From an optimization exercise on the open Yosys and OpenROAD flow, aimed at small area; shortcuts taken in it are not production practice. Function was checked by simulation only, so behaviour that the tests miss may differ from the original. No activity file was given, so power comes from the tool's default toggle rates.

Setup of run 1:
## branch_target_buffer
module branch_target_buffer (
  input  logic        clk,
  input  logic        rst_n,
  input  logic [31:0] PC_IF,
  input  logic        StallID,
  input  logic        FlushID,
  input  logic        BranchValid_EX,
  input  logic        BranchTaken_EX,
  input  logic [31:0] PC_EX,
  input  logic [31:0] BranchTarget_EX,
  output logic        BranchPredictSel,
  output logic [31:0] BranchPredictTarget,
  output logic        PredictHit_ID
);
  localparam int ENTRIES = 16;
  logic [ENTRIES-1:0] valid_q;
  logic [25:0]        tag_q    [ENTRIES];
  logic [31:0]        target_q [ENTRIES];
  logic [1:0]         ctr_q    [ENTRIES];
  logic               sel_q, hit_q;
  logic [31:0]        tgt_q;
  logic [3:0]  if_idx, ex_idx;
  logic [25:0] if_tag, ex_tag;
  assign if_idx = PC_IF[5:2];
  assign if_tag = PC_IF[31:6];
  assign ex_idx = PC_EX[5:2];
  assign ex_tag = PC_EX[31:6];
  logic [ENTRIES-1:0]    if_sel, ex_sel;
  logic [28*ENTRIES-1:0] if_data;
  logic [29*ENTRIES-1:0] ex_data;
  for (genvar i = 0; i < ENTRIES; i++) begin : rd
    assign if_sel[i] = if_idx == i;
    assign ex_sel[i] = ex_idx == i;
    assign if_data[28*i +: 28] = {valid_q[i], ctr_q[i][1], tag_q[i]};
    assign ex_data[29*i +: 29] = {valid_q[i], ctr_q[i], tag_q[i]};
  end
  logic        if_v, if_c1, ex_v;
  logic [25:0] if_t, ex_t;
  logic [1:0]  ex_ctr;
  btb_onehot_mux #(.W(28), .N(ENTRIES)) u_if_rd (.sel(if_sel), .d(if_data), .o({if_v, if_c1, if_t}));
  btb_onehot_mux #(.W(29), .N(ENTRIES)) u_ex_rd (.sel(ex_sel), .d(ex_data), .o({ex_v, ex_ctr, ex_t}));
  logic if_hit, if_taken, ex_hit;
  assign if_hit   = if_v && if_t == if_tag;
  assign if_taken = if_hit && if_c1;
  assign ex_hit   = ex_v && ex_t == ex_tag;
  logic        ld, ld_t, ld_p, hold;
  logic [31:0] pc4, tgt_d;
  logic [ENTRIES+1:0] tgt_sel;
  logic [32*(ENTRIES+2)-1:0] tgt_data;
  assign pc4  = {PC_IF[31:2] + 30'd1, PC_IF[1:0]};
  assign ld   = !FlushID && !StallID;
  assign ld_t = ld && if_taken;
  assign ld_p = ld && !if_taken;
  assign hold = !FlushID && StallID;
  for (genvar i = 0; i < ENTRIES; i++) begin : tsel
  ...
Size in the first run: roughly 2200 cells after synthesis, about 40000 um2 of cells after synthesis.
export LEC_CHECK = 0
export CAP_MARGIN = 20
export CORE_MARGIN = 2
export CORE_UTILIZATION = 65
export SETUP_SLACK_MARGIN = 0.2
export SLEW_MARGIN = 20
export SYNTH_HIERARCHICAL = 1
export SYNTH_MINIMUM_KEEP_SIZE = 0
create_clock -name core_clock -period 6.5 [get_ports {clk}]
standard.sh (not shown) runs the stock make flow with config.mk's settings and CLKGATE_MAP_FILE= SYNTH_SCRIPT=/design/flow/synth_recipe.tcl, a recipe that flattens the netlist after the stock synthesis.
==> flow/flow/run.sh <==
#!/bin/bash
# The standard layout (the standard.sh, with its standard synthesis), with two tool
# options changed: port buffers use the smallest buffer, and CTS builds larger clusters
# without dummy loads. The make output goes to make.log; ORFS keeps each step's log in orfs/logs.
set -euo pipefail
export BUFFER_PORTS_ARGS="-buffer_cell sky130_fd_sc_hd__buf_1"
export CTS_ARGS="-sink_clustering_enable -repair_clock_nets -dont_use_dummy_load -buf_list sky130_fd_sc_hd__clkbuf_8 -sink_clustering_size 15 -sink_clustering_max_diameter 60"
bash standard.sh finish > make.log 2>&1
> inputs changed (run 1 -> run 2)
--- a/flow/flow/run.sh
+++ b/flow/flow/run.sh
@@ -6,3 +6,3 @@
 export BUFFER_PORTS_ARGS="-buffer_cell sky130_fd_sc_hd__buf_1"
-export CTS_ARGS="-sink_clustering_enable -repair_clock_nets -dont_use_dummy_load -buf_list sky130_fd_sc_hd__clkbuf_8 -sink_clustering_size 15 -sink_clustering_max_diameter 60"
+export CTS_ARGS="-sink_clustering_enable -repair_clock_nets -dont_use_dummy_load -buf_list sky130_fd_sc_hd__clkbuf_16 -sink_clustering_size 20 -sink_clustering_max_diameter 80"
 bash standard.sh finish > make.log 2>&1
## What came out
Each of the runs, namely run 1 and run 2, reached the end of the flow and came out clean. The routed wire length of run 2 and that of run 1 are within noise of each other. Changes observed in run 2 relative to run 1: arrival time at the worst endpoint dropped 20 ps; clock network latency to the later pin of the worst-skew pair decreased 60 ps. Row clock-buffer cell count: run 2 lower / run 1 higher. Run 1 -> run 2: global-route wire length before repair flat. On setup slack: between run 1 and run 2, it ends up lower for run 2. Diff run 2..run 1 | number of antenna repair diodes | unchanged. Run 2 — number of nets in the final layout 21 lower, run 1 as reference. In the reports for run 1 and run 2, the smaller cell count belongs to run 2.
diff inputs: run 2 => run 3
Settings: CORE_UTILIZATION changed from 65 to 80.
--- a/flow/flow/run.sh
+++ b/flow/flow/run.sh
@@ -6,3 +6,3 @@
 export BUFFER_PORTS_ARGS="-buffer_cell sky130_fd_sc_hd__buf_1"
-export CTS_ARGS="-sink_clustering_enable -repair_clock_nets -dont_use_dummy_load -buf_list sky130_fd_sc_hd__clkbuf_16 -sink_clustering_size 20 -sink_clustering_max_diameter 80"
+export CTS_ARGS="-sink_clustering_enable -repair_clock_nets -dont_use_dummy_load -buf_list sky130_fd_sc_hd__clkbuf_8 -sink_clustering_size 15 -sink_clustering_max_diameter 60"
 bash standard.sh finish > make.log 2>&1
### Flow results
Every run (run 2 and run 3) finished clean.
Run 3 gives less layout overhead on the synthesized area than run 2 did.
Final critical path time including I/O delays and setup for run 3 is higher than for run 2.
Diff run 2 -> run 3 | full die area | down by more than 10%
Non-filler instance count after layout: run 3 vs run 2 down about 4%

---

branch_target_buffer again, from the RTL that the note above started with.
Design branch_target_buffer, start of the top module:
module branch_target_buffer (
  input  logic        clk,
  input  logic        rst_n,
  input  logic [31:0] PC_IF,
  input  logic        StallID,
  input  logic        FlushID,
  input  logic        BranchValid_EX,
  input  logic        BranchTaken_EX,
  input  logic [31:0] PC_EX,
  input  logic [31:0] BranchTarget_EX,
  output logic        BranchPredictSel,
  output logic [31:0] BranchPredictTarget,
  output logic        PredictHit_ID
);
  localparam int ENTRIES = 16;
  logic [ENTRIES-1:0] valid_q;
  logic [25:0]        tag_q    [ENTRIES];
  logic [31:0]        target_q [ENTRIES];
  logic [1:0]         ctr_q    [ENTRIES];
  logic               sel_q, hit_q;
  logic [31:0]        tgt_q;
  logic [3:0]  if_idx, ex_idx;
  logic [25:0] if_tag, ex_tag;
  assign if_idx = PC_IF[5:2];
  assign if_tag = PC_IF[31:6];
  assign ex_idx = PC_EX[5:2];
  assign ex_tag = PC_EX[31:6];
  logic [ENTRIES-1:0]    if_sel, ex_sel;
  logic [28*ENTRIES-1:0] if_data;
  logic [29*ENTRIES-1:0] ex_data;
  for (genvar i = 0; i < ENTRIES; i++) begin : rd
  ...
Settings: LEC_CHECK=0, CAP_MARGIN=20, CORE_MARGIN=2, CORE_UTILIZATION=65, SETUP_SLACK_MARGIN=0.2, SLEW_MARGIN=20, SYNTH_HIERARCHICAL=1, SYNTH_MINIMUM_KEEP_SIZE=0; clock period 6.5 ns.
==> flow/flow/run.sh <==
#!/bin/bash
# The standard layout (the standard.sh, with its standard synthesis), with two tool
# options changed: port buffers use the smallest buffer, and CTS builds larger clusters
# without dummy loads. The make output goes to make.log; ORFS keeps each step's log in orfs/logs.
set -euo pipefail
export BUFFER_PORTS_ARGS="-buffer_cell sky130_fd_sc_hd__buf_1"
export CTS_ARGS="-sink_clustering_enable -repair_clock_nets -dont_use_dummy_load -buf_list sky130_fd_sc_hd__clkbuf_16 -sink_clustering_size 25 -sink_clustering_max_diameter 100"
bash standard.sh finish > make.log 2>&1
The first run completed without violations.
Rerun with:
--- a/flow/flow/run.sh
+++ b/flow/flow/run.sh
@@ -5,4 +5,4 @@
 set -euo pipefail
 export BUFFER_PORTS_ARGS="-buffer_cell sky130_fd_sc_hd__buf_1"
-export CTS_ARGS="-sink_clustering_enable -repair_clock_nets -dont_use_dummy_load -buf_list sky130_fd_sc_hd__clkbuf_16 -sink_clustering_size 25 -sink_clustering_max_diameter 100"
+export CTS_ARGS="-sink_clustering_enable -repair_clock_nets -dont_use_dummy_load -buf_list sky130_fd_sc_hd__clkbuf_16 -sink_clustering_size 20 -sink_clustering_max_diameter 80"
 bash standard.sh finish > make.log 2>&1
- CORE_UTILIZATION: 65 -> 40
Effect: Via count came out lower slightly. Core utilization came out lower by 26 points. Setup slack gets better by 0.19 ns. Final cell count came out higher by about a fifth. Register-to-register slack gets better by 0.20 ns. Hold slack is about the same. Design area came out higher by a few percent. Combinational power barely changes. Routed wire length came out higher by a few percent. Die area came out higher by well over a third.

[separate check: timing with driven ports]
In the flow no input, the clock included, has a driving cell. The finished layouts below were timed again as built, in two steps. Step 1 (the two cells are an assumption about what drives the block):
set clk [get_ports {clk}]
set_driving_cell -lib_cell sky130_fd_sc_hd__clkbuf_16 $clk
set_driving_cell -lib_cell sky130_fd_sc_hd__buf_2 [delete_from_list [all_inputs] $clk]
Step 2, shift: input delay + t, output delay - t, t = (earliest + latest rising clock arrival at the registers) / 2. This alone moves slack from input paths to output paths. Three values: ideal, step 1, step 2; two values: the first two.
| run | t, ns | setup WS [ns] | worst hold slack (ns) | latest minus earliest clock arrival (ns) | cell pins on the clock port's net |
|---|---|---|---|---|---|
| run 1 | 0.747 | 1.066 / 1.039 / 0.292 | 0.470 / 0.470 / 0.470 | 0.078 / 0.078 | 1 |
| run 2 | 0.703 | 0.979 / 0.958 / 0.255 | 0.478 / 0.478 / 0.478 | 0.047 / 0.048 | 1 |
| run 3 | 0.758 | 0.771 / 0.730 / -0.027 | 0.474 / 0.474 / 0.474 | 0.073 / 0.073 | 1 |
| the first run of note 2 | 0.678 | 0.917 / 0.894 / 0.216 | 0.478 / 0.478 / 0.478 | 0.049 / 0.049 | 1 |
| the second run of note 2 | 0.694 | 1.105 / 1.141 / 0.448 | 0.478 / 0.476 / 0.478 | 0.091 / 0.091 | 1 |
With both steps, setup timing fails in run 3, where it was met with ideal ports. The setup slack of run 3, which loses most, moves by -0.041 ns with the drivers and by -0.798 ns with both steps.
